This is an optimization exercise on Yosys and OpenROAD, whose aim is a short achievable clock period and few clock cycles, not a production implementation.
RTL that was checked went through simulation tests only; none was proved equivalent to the original.
The flow treats the clock pin as an ideal source. Dropping or thinning the clock tree relies on that and would not hold on a real chip.

Design lsp_prev_engine, start of the top module:
module lsp_prev_engine
#(
  parameter int M      = 10,
  parameter int NP     = 4,
  parameter int SHIFT  = 3,
  parameter int ADDR_W = 11,
  parameter int DATA_W = 32
) (
  input  logic              clk,
  input  logic              reset,
  input  logic              start,
  input  logic              mode,
  input  logic [ADDR_W-1:0] x_base,
  input  logic [ADDR_W-1:0] g_base,
  input  logic [ADDR_W-1:0] fp_base,
  input  logic [ADDR_W-1:0] fg_base,
  input  logic [ADDR_W-1:0] out_base,
  input  logic [DATA_W-1:0] readIn,
  output logic [ADDR_W-1:0] readAddr,
  output logic [ADDR_W-1:0] writeAddr,
  output logic [DATA_W-1:0] writeOut,
  output logic              writeEn,
  output logic              busy,
  output logic              done
);
export LEC_CHECK = 0
export ABC_CLOCK_PERIOD_IN_PS = 3000
export CAP_MARGIN = 20
export CORE_MARGIN = 2
export CORE_UTILIZATION = 40
export SLEW_MARGIN = 20
create_clock -name core_clock -period 13.0 [get_ports {clk}]
standard.sh (not shown) runs the stock make flow with config.mk's settings and CLKGATE_MAP_FILE= SYNTH_SCRIPT=/design/flow/synth_recipe.tcl, a recipe that flattens the netlist after the stock synthesis.
==> flow/flow/run.sh <==
#!/bin/bash
set -euo pipefail
bash standard.sh SETUP_SLACK_MARGIN=9.5 finish > flow_make.log 2>&1
==> next run, changes <==
==> flow/flow/run.sh (replaced) <==
#!/bin/bash
set -euo pipefail
bash standard.sh SETUP_SLACK_MARGIN=9.5 MATCH_CELL_FOOTPRINT=0 finish > flow_make.log 2>&1
CORE_UTILIZATION = 55   (was 40)
The changed run went through all stages and came out clean.
Cell count fell by 6.3%.
Register-to-register slack gets worse by 0.08 ns.
Global-route usage increases by 7.9 points.
No run of this note included a check of the RTL's function; only the layout flow was run.

## ember
lsp_prev_engine, a different RTL version from the one above (not shown whole).
Size: about 530 flip-flops, roughly 150 I/O pins, roughly 0.031 mm^2 of cells after synthesis.
==> flow/config.mk <==
export PLATFORM = sky130hd
export DESIGN_NAME = lsp_prev_engine
export DESIGN_NICKNAME = lsp_prev_engine
export VERILOG_FILES = /design/flow/design.v
export SDC_FILE = /design/flow/constraint.sdc
export NUM_CORES = 4
export LEC_CHECK = 0
export ABC_CLOCK_PERIOD_IN_PS = 3000
export CAP_MARGIN = 20
export CORE_MARGIN = 2
export CORE_UTILIZATION = 55
export SLEW_MARGIN = 20
export SYNTH_HIERARCHICAL = 1
==> flow/constraint.sdc <==
create_clock -name core_clock -period 13.0 [get_ports {clk}]
set_input_delay 2.6000 -clock core_clock [delete_from_list [all_inputs] [get_ports {clk}]]
set_output_delay 2.6000 -clock core_clock [all_outputs]
set_load 0.01 [all_outputs]
==> flow/flow/run.sh <==
#!/bin/bash
# The standard layout (standard.sh), with:
#  - repair_timing aiming for a large setup margin (the SDC and its clock
#    period are unchanged) and resizing not limited to the same footprint;
set -euo pipefail
bash standard.sh SETUP_SLACK_MARGIN=10.2 MATCH_CELL_FOOTPRINT=0 \
  PRE_CTS_TCL="$PWD/flow/cts_tree.tcl" finish > flow_make.log 2>&1
==> flow/flow/cts_tree.tcl <==
# PRE_CTS hook: replaces clock_tree_synthesis with a two-level clock tree.
# The clock port drives up to four root clkbuf_16 (its fanout limit), each
# at the centre of the leaf buffers it drives: one leaf clkbuf_16 per
# cluster of nearby registers
# (k-means on the placed register positions); each leaf drives its cluster.
# Every register gets the same two buffers on its clock path.

proc my_two_level_tree { args } {
  set per_leaf 24
  if { [info exists ::env(TREE_SINKS_PER_LEAF)] } {
    set per_leaf $::env(TREE_SINKS_PER_LEAF)
  }
  set db [ord::get_db]
  set block [ord::get_db_block]
  set clknet [$block findNet clk]
  set master [$db findMaster sky130_fd_sc_hd__clkbuf_16]

  # registers' clock pins and their positions
  set sinks {}
  foreach it [$clknet getITerms] {
    set inst [$it getInst]
    set bb [$inst getBBox]
    set x [expr {([$bb xMin] + [$bb xMax]) / 2.0}]
    set y [expr {([$bb yMin] + [$bb yMax]) / 2.0}]
    lappend sinks [list $it $x $y]
  }
  set n [llength $sinks]
  set k [expr {max(1, int(ceil(double($n) / $per_leaf)))}]
  puts "tree: $n sinks, $k leaf buffers"

  # k-means, seeded by sorting on x then y in strips
  set sorted [lsort -real -index 1 $sinks]
  set cx {}; set cy {}
  for {set c 0} {$c < $k} {incr c} {
    set s [lindex $sorted [expr {int(($c + 0.5) * $n / $k)}]]
    lappend cx [lindex $s 1]; lappend cy [lindex $s 2]
  }
  set assign [lrepeat $n 0]
  for {set iter 0} {$iter < 40} {incr iter} {
    # balanced assignment: each cluster takes at most cap sinks
    set cap [expr {int(ceil(double($n) / $k)) + 2}]
    set cnt [lrepeat $k 0]
    set pairs {}
    for {set i 0} {$i < $n} {incr i} {
      set s [lindex $sinks $i]
      set x [lindex $s 1]; set y [lindex $s 2]
      set d {}
      for {set c 0} {$c < $k} {incr c} {
        lappend d [list $c [expr {abs($x - [lindex $cx $c]) + abs($y - [lindex $cy $c])}]]
      }
      set d [lsort -real -index 1 $d]
      # regret: how much worse the second choice is
      set reg [expr {[llength $d] > 1 ? [lindex $d 1 1] - [lindex $d 0 1] : 0}]
      lappend pairs [list $i $reg $d]
    }
    set pairs [lsort -real -decreasing -index 1 $pairs]
    foreach p $pairs {
      set i [lindex $p 0]
      foreach cd [lindex $p 2] {
        set c [lindex $cd 0]
        if {[lindex $cnt $c] < $cap} {
          lset assign $i $c
          lset cnt $c [expr {[lindex $cnt $c] + 1}]
          break
        }
      }
    }
    set sx [lrepeat $k 0.0]; set sy [lrepeat $k 0.0]
    for {set i 0} {$i < $n} {incr i} {
      set c [lindex $assign $i]
      set s [lindex $sinks $i]
      lset sx $c [expr {[lindex $sx $c] + [lindex $s 1]}]
      lset sy $c [expr {[lindex $sy $c] + [lindex $s 2]}]
    }
    for {set c 0} {$c < $k} {incr c} {
      if {[lindex $cnt $c] > 0} {
        lset cx $c [expr {[lindex $sx $c] / [lindex $cnt $c]}]
        lset cy $c [expr {[lindex $sy $c] / [lindex $cnt $c]}]
      }
    }
  }

  set nr [expr {min(4, $k)}]
  set lsorted {}
  for {set c 0} {$c < $k} {incr c} {
    lappend lsorted [list $c [lindex $cx $c] [lindex $cy $c]]
  }
  set lsorted [lsort -real -index 1 $lsorted]
  set rx {}; set ry {}
  for {set r 0} {$r < $nr} {incr r} {
    set s [lindex $lsorted [expr {int(($r + 0.5) * $k / $nr)}]]
    lappend rx [lindex $s 1]; lappend ry [lindex $s 2]
  }
  set lgrp [lrepeat $k 0]
  for {set iter 0} {$iter < 40} {incr iter} {
    set rcap [expr {int(ceil(double($k) / $nr)) + 1}]
    set rcnt [lrepeat $nr 0]
    set pairs {}
    for {set c 0} {$c < $k} {incr c} {
      set d {}
      for {set r 0} {$r < $nr} {incr r} {
        lappend d [list $r [expr {abs([lindex $cx $c] - [lindex $rx $r]) + abs([lindex $cy $c] - [lindex $ry $r])}]]
      }
      set d [lsort -real -index 1 $d]
      set reg [expr {[llength $d] > 1 ? [lindex $d 1 1] - [lindex $d 0 1] : 0}]
      lappend pairs [list $c $reg $d]
    }
    set pairs [lsort -real -decreasing -index 1 $pairs]
    foreach p $pairs {
      set c [lindex $p 0]
      foreach rd [lindex $p 2] {
        set r [lindex $rd 0]
        if {[lindex $rcnt $r] < $rcap} {
          lset lgrp $c $r
          lset rcnt $r [expr {[lindex $rcnt $r] + 1}]
          break
        }
      }
    }
    set sx [lrepeat $nr 0.0]; set sy [lrepeat $nr 0.0]
    for {set c 0} {$c < $k} {incr c} {
      set r [lindex $lgrp $c]
      lset sx $r [expr {[lindex $sx $r] + [lindex $cx $c]}]
      lset sy $r [expr {[lindex $sy $r] + [lindex $cy $c]}]
    }
    for {set r 0} {$r < $nr} {incr r} {
      if {[lindex $rcnt $r] > 0} {
        lset rx $r [expr {[lindex $sx $r] / [lindex $rcnt $r]}]
        lset ry $r [expr {[lindex $sy $r] / [lindex $rcnt $r]}]
      }
    }
  }
  set rootnets {}
  for {set r 0} {$r < $nr} {incr r} {
    set root [odb::dbInst_create $block $master clkbuf_root_$r]
    $root setLocation [expr {int([lindex $rx $r])}] [expr {int([lindex $ry $r])}]
    $root setPlacementStatus PLACED
    set rootnet [odb::dbNet_create $block clknet_root_$r]
    $rootnet setSigType CLOCK
    [$root findITerm A] connect $clknet
    [$root findITerm X] connect $rootnet
    lappend rootnets $rootnet
  }

  set leafnets {}
  for {set c 0} {$c < $k} {incr c} {
    set b [odb::dbInst_create $block $master clkbuf_leaf_$c]
    $b setLocation [expr {int([lindex $cx $c])}] [expr {int([lindex $cy $c])}]
    $b setPlacementStatus PLACED
    set net [odb::dbNet_create $block clknet_leaf_$c]
    $net setSigType CLOCK
    [$b findITerm A] connect [lindex $rootnets [lindex $lgrp $c]]
    [$b findITerm X] connect $net
    lappend leafnets $net
  }
  puts "tree: leaves per root $rcnt"
  for {set i 0} {$i < $n} {incr i} {
    set it [lindex [lindex $sinks $i] 0]
    $it disconnect
    $it connect [lindex $leafnets [lindex $assign $i]]
  }
  puts "tree: cluster sizes $cnt"
}

rename clock_tree_synthesis my_orig_clock_tree_synthesis
proc clock_tree_synthesis { args } {
  my_two_level_tree
}
Testbench counts of ember, summed over its fixed seeds: cycles 20,262.
Modified inputs, harbor compared to ember
==> flow/flow/run.sh <==
#!/bin/bash
# The standard layout (standard.sh), with:
#  - repair_timing aiming for a large setup margin (the SDC and its clock
#    period are unchanged) and resizing not limited to the same footprint;
#  - flow/cts_tree.tcl in place of TritonCTS: a balanced two-level clock
#    tree of inverter pairs (the clock port drives 4 root clkinv_16, each
#    drives leaf clkinv_8, each leaf drives a cluster of registers).
# make's full output goes to flow_make.log; ORFS's per-step logs stay in orfs/logs.
set -euo pipefail
bash standard.sh SETUP_SLACK_MARGIN=9.6 MATCH_CELL_FOOTPRINT=0 \
  PRE_CTS_TCL="$PWD/flow/cts_tree.tcl" \
  TREE_ROOT_CELL=sky130_fd_sc_hd__clkinv_16 TREE_LEAF_CELL=sky130_fd_sc_hd__clkinv_8 \
  finish > flow_make.log 2>&1
--- a/flow/flow/cts_tree.tcl
+++ b/flow/flow/cts_tree.tcl
@@ -1,8 +1,2 @@
-# PRE_CTS hook: replaces clock_tree_synthesis with a two-level clock tree.
-# The clock port drives up to four root clkbuf_16 (its fanout limit), each
-# at the centre of the leaf buffers it drives: one leaf clkbuf_16 per
-# cluster of nearby registers
-# (k-means on the placed register positions); each leaf drives its cluster.
-# Every register gets the same two buffers on its clock path.
 
 proc my_two_level_tree { args } {
@@ -14,5 +8,13 @@
   set block [ord::get_db_block]
   set clknet [$block findNet clk]
-  set master [$db findMaster sky130_fd_sc_hd__clkbuf_16]
+  set root_cell sky130_fd_sc_hd__clkbuf_16
+  set leaf_cell sky130_fd_sc_hd__clkbuf_16
+  if { [info exists ::env(TREE_ROOT_CELL)] } { set root_cell $::env(TREE_ROOT_CELL) }
+  if { [info exists ::env(TREE_LEAF_CELL)] } { set leaf_cell $::env(TREE_LEAF_CELL) }
+  set rmaster [$db findMaster $root_cell]
+  set lmaster [$db findMaster $leaf_cell]
+  # output pin: X for buffers, Y for inverters
+  set rout [expr {[string match *clkinv* $root_cell] ? "Y" : "X"}]
+  set lout [expr {[string match *clkinv* $leaf_cell] ? "Y" : "X"}]
 
   # registers' clock pins and their positions
@@ -133,5 +135,5 @@
   set rootnets {}
   for {set r 0} {$r < $nr} {incr r} {
-    set root [odb::dbInst_create $block $master clkbuf_root_$r]
+    set root [odb::dbInst_create $block $rmaster clkbuf_root_$r]
     $root setLocation [expr {int([lindex $rx $r])}] [expr {int([lindex $ry $r])}]
     $root setPlacementStatus PLACED
@@ -139,5 +141,5 @@
     $rootnet setSigType CLOCK
     [$root findITerm A] connect $clknet
-    [$root findITerm X] connect $rootnet
+    [$root findITerm $rout] connect $rootnet
     lappend rootnets $rootnet
   }
@@ -145,5 +147,5 @@
   set leafnets {}
   for {set c 0} {$c < $k} {incr c} {
-    set b [odb::dbInst_create $block $master clkbuf_leaf_$c]
+    set b [odb::dbInst_create $block $lmaster clkbuf_leaf_$c]
     $b setLocation [expr {int([lindex $cx $c])}] [expr {int([lindex $cy $c])}]
     $b setPlacementStatus PLACED
@@ -151,5 +153,5 @@
     $net setSigType CLOCK
     [$b findITerm A] connect [lindex $rootnets [lindex $lgrp $c]]
-    [$b findITerm X] connect $net
+    [$b findITerm $lout] connect $net
     lappend leafnets $net
   }
### Flow results
- harbor vs ember, highest metal layer used by the detailed router: met5 vs met4
- Compared with ember, harbor shows a global-route usage that is 1.4 points lower.
- In the tables for harbor and ember, first-pass GRT wire length reads higher with ember.
- Between harbor and ember, sequential portion of the cell area is higher for harbor, ember comes in under that.
- harbor vs. ember: core utilization lower; cell area lower.
In every run of this note, the design's own scripts or RTL, not TritonCTS, make the clock network.

## static timing again, ports no longer ideal
No port has a modelled driver above. Below, the same layouts with a new extraction and two added sets of constraints.
Step 1: set_driving_cell puts a clkbuf_16 on clk and a buf_2 on each other input, an assumption about the parent block.
Step 2 times the ports against the registers' clock, not the clock port: input delays grow and output delays shrink by t, the midpoint of the rising clock arrivals with the driver on.
Slacks: ideal ports / drivers / drivers and shift; pairs: ideal ports / drivers.
run | t (ns) | setup WS [ns] | latest minus earliest clock arrival (ns) | cell pins on the clock port's net
the first run of note 1 | 0.678 | 9.149 / 9.085 / 8.960 | 0.027 / 0.027 | 1
the second run of note 1 | 0.661 | 9.214 / 9.157 / 8.937 | 0.033 / 0.033 | 1
ember | 0.484 | 9.575 / 9.440 / 9.562 | 0.091 / 0.091 | 4
harbor | 0.467 | 9.634 / 9.375 / 9.440 | 0.084 / 0.089 | 4
After both steps setup and hold are still met in every run listed. The setup slack of the second run of note 1, which loses most, moves by -0.057 ns with the drivers and by -0.277 ns with both steps.
